Background: an optimization exercise with open tools, aiming at small area and few clock cycles. Do not read the settings as production practice. Only simulation tests tie the RTL to the original design; equivalence was not proved.

// galvo_shape_point_generator
module galvo_shape_point_generator #(
    parameter int POINTS_PER_SHAPE = gspg_pkg::GSPG_POINTS_DEFAULT
) (
    input  logic        i_clk,
    input  logic        i_rst_n,
    input  logic        s_axis_tvalid,
    output logic        s_axis_tready,
    input  logic [7:0]  s_axis_tdata,   
    output logic        m_axis_tvalid,
    input  logic        m_axis_tready,
    output logic [47:0] m_axis_tdata,   
    input  logic        psel,
    input  logic        penable,
    input  logic        pwrite,
    input  logic [2:0]  paddr,
    input  logic [31:0] pwdata,
    output logic [31:0] prdata,
    output logic        pready
);
==> flow/config.mk <==
export PLATFORM = sky130hd
export DESIGN_NAME = galvo_shape_point_generator
export DESIGN_NICKNAME = galvo_shape_point_generator
export VERILOG_FILES = /design/flow/design.v
export SDC_FILE = /design/flow/constraint.sdc
export NUM_CORES = 4
export LEC_CHECK = 0
export CAP_MARGIN = 20
export CORE_MARGIN = 2
export CORE_UTILIZATION = 55
export PLACE_DENSITY = 0.8
export SLEW_MARGIN = 20
export SYNTH_HIERARCHICAL = 1
==> flow/constraint.sdc <==
create_clock -name core_clock -period 11.5 [get_ports {i_clk}]
set_input_delay 2.3000 -clock core_clock [delete_from_list [all_inputs] [get_ports {i_clk}]]
set_output_delay 2.3000 -clock core_clock [all_outputs]
set_load 0.01 [all_outputs]
standard.sh (not shown) runs the stock make flow with config.mk's settings and CLKGATE_MAP_FILE= SYNTH_SCRIPT=/design/flow/synth_recipe.tcl, a recipe that flattens the netlist after the stock synthesis.
==> flow/flow/run.sh <==
#!/bin/bash
# Layout: the standard flow (standard.sh), with the port buffers that global placement
# inserts made of the smallest buffer cell (sky130_fd_sc_hd__buf_1) instead of the default
# choice. The flow's output goes to standard.log; ORFS's own logs are under orfs/logs.
set -o pipefail
export BUFFER_PORTS_ARGS="-buffer_cell sky130_fd_sc_hd__buf_1"
bash standard.sh > standard.log 2>&1
Testbench counts at the start, summed over its fixed seeds: cycles 24,078.
Rerun with:
CAP_MARGIN = 5   (was 20)
CORE_UTILIZATION = 40   (was 55)
PLACE_DENSITY = 0.45   (was 0.8)
SLEW_MARGIN = 5   (was 20)
Area after synthesis stays the same.
Core utilization falls by 15 points.
Routed wire length rises by a little under a tenth.
Worst hold slack improves by 0.0048 ns.
Maximum frequency barely changes.
First-iteration DRC count is lower by a quarter to a third.
Non-clock buffer count rose by 33.
Final area rose slightly.
Rerun with:
CAP_MARGIN = 20   (was 5)
PLACE_DENSITY = 0.65   (was 0.45)
SLEW_MARGIN = 20   (was 5)
=> Critical path depth increases by 2; clock-buffer cell count does not change; area after synthesis does not change; setup slack gains 0.057 ns; utilization decreases by 0.36 points; flip-flop and latch count does not change.
Rerun with:
CORE_UTILIZATION = 55   (was 40)
Result: The changed run went through all stages and came out clean. Non-clock buffer count fell by 10. Core utilization rose by 15 points. Fmax fell slightly. Design area fell slightly. Final cell count fell by a few percent. Die area fell by a quarter to a third. Via count is about the same. Area after synthesis does not change. Register-to-register slack gets better by 0.11 ns.

galvo_shape_point_generator, a different RTL version from the one above (not shown whole).
Size: about 2600 cells after synthesis, about 120 flip-flops, ~130 I/O pins, roughly 22000 um^2 of cells after synthesis.
Settings: LEC_CHECK=0, CAP_MARGIN=20, CORE_MARGIN=2, CORE_UTILIZATION=40, CTS_BUF_LIST=sky130_fd_sc_hd__clkbuf_8, CTS_CLUSTER_DIAMETER=150, CTS_CLUSTER_SIZE=50, GPL_TIMING_DRIVEN=0, PLACE_DENSITY=0.45, SLEW_MARGIN=20, SYNTH_HIERARCHICAL=1; clock period 11.5 ns.
Scripts as last shown in full above: flow/flow/run.sh
Testbench counts at the start, summed over its fixed seeds: cycles 24,078.
Rerun with:
==> flow/run.sh (new file) <==
#!/bin/bash
# synth_recipe.tcl (not shown) runs the flow's synth.tcl, then flattens the netlist and writes it again
# the make line also repeats each setting of config.mk as NAME=value (left out here)
make -C /OpenROAD-flow-scripts/flow DESIGN_CONFIG=/design/flow/config.mk WORK_HOME=/design/flow/orfs CLKGATE_MAP_FILE= SYNTH_SCRIPT=/design/flow/synth_recipe.tcl finish
Settings changed: GPL_TIMING_DRIVEN 0 to not set.
removed: flow/flow/run.sh
removed: flow/standard.sh
Count of clock-buffer cells in the layout does not change.
Global-route usage is lower by 3.3 points.

==> separate check: timing with driven ports <==
Ports are ideal in the flow. The routed layouts listed here were re-timed in OpenROAD. Step 1 sets driving cells, clkbuf_16 on the clock port and buf_2 on the other inputs (assumed; they add their load-dependent delay and slew). Step 2, shift: input delay + t, output delay - t, t = (earliest + latest rising clock arrival at the registers) / 2. This alone moves slack from input paths to output paths. a / b / c = ideal / step 1 / step 2; a / b = the first two.
run	t, ns	setup WS [ns]	hold WS [ns]	latest minus earliest clock arrival (ns)	pins driven straight from the clock port
the first run of note 1	0.435	0.459 / 0.406 / 0.842	0.471 / 0.471 / 0.471	0.025 / 0.025	1
the second run of note 1	0.455	0.430 / 0.372 / 0.826	0.475 / 0.475 / 0.475	0.026 / 0.027	1
the third run of note 1	0.426	0.487 / 0.438 / 0.864	0.496 / 0.496 / 0.496	0.024 / 0.023	1
the fourth run of note 1	0.418	0.402 / 0.353 / 0.771	0.480 / 0.480 / 0.480	0.012 / 0.011	1
the first run of note 2	0.514	0.484 / 0.429 / 0.943	0.469 / 0.469 / 0.469	0.018 / 0.018	1
the second run of note 2	0.544	0.481 / 0.432 / 0.977	0.487 / 0.487 / 0.487	0.026 / 0.025	1
After both steps setup and hold are still met in every run listed.
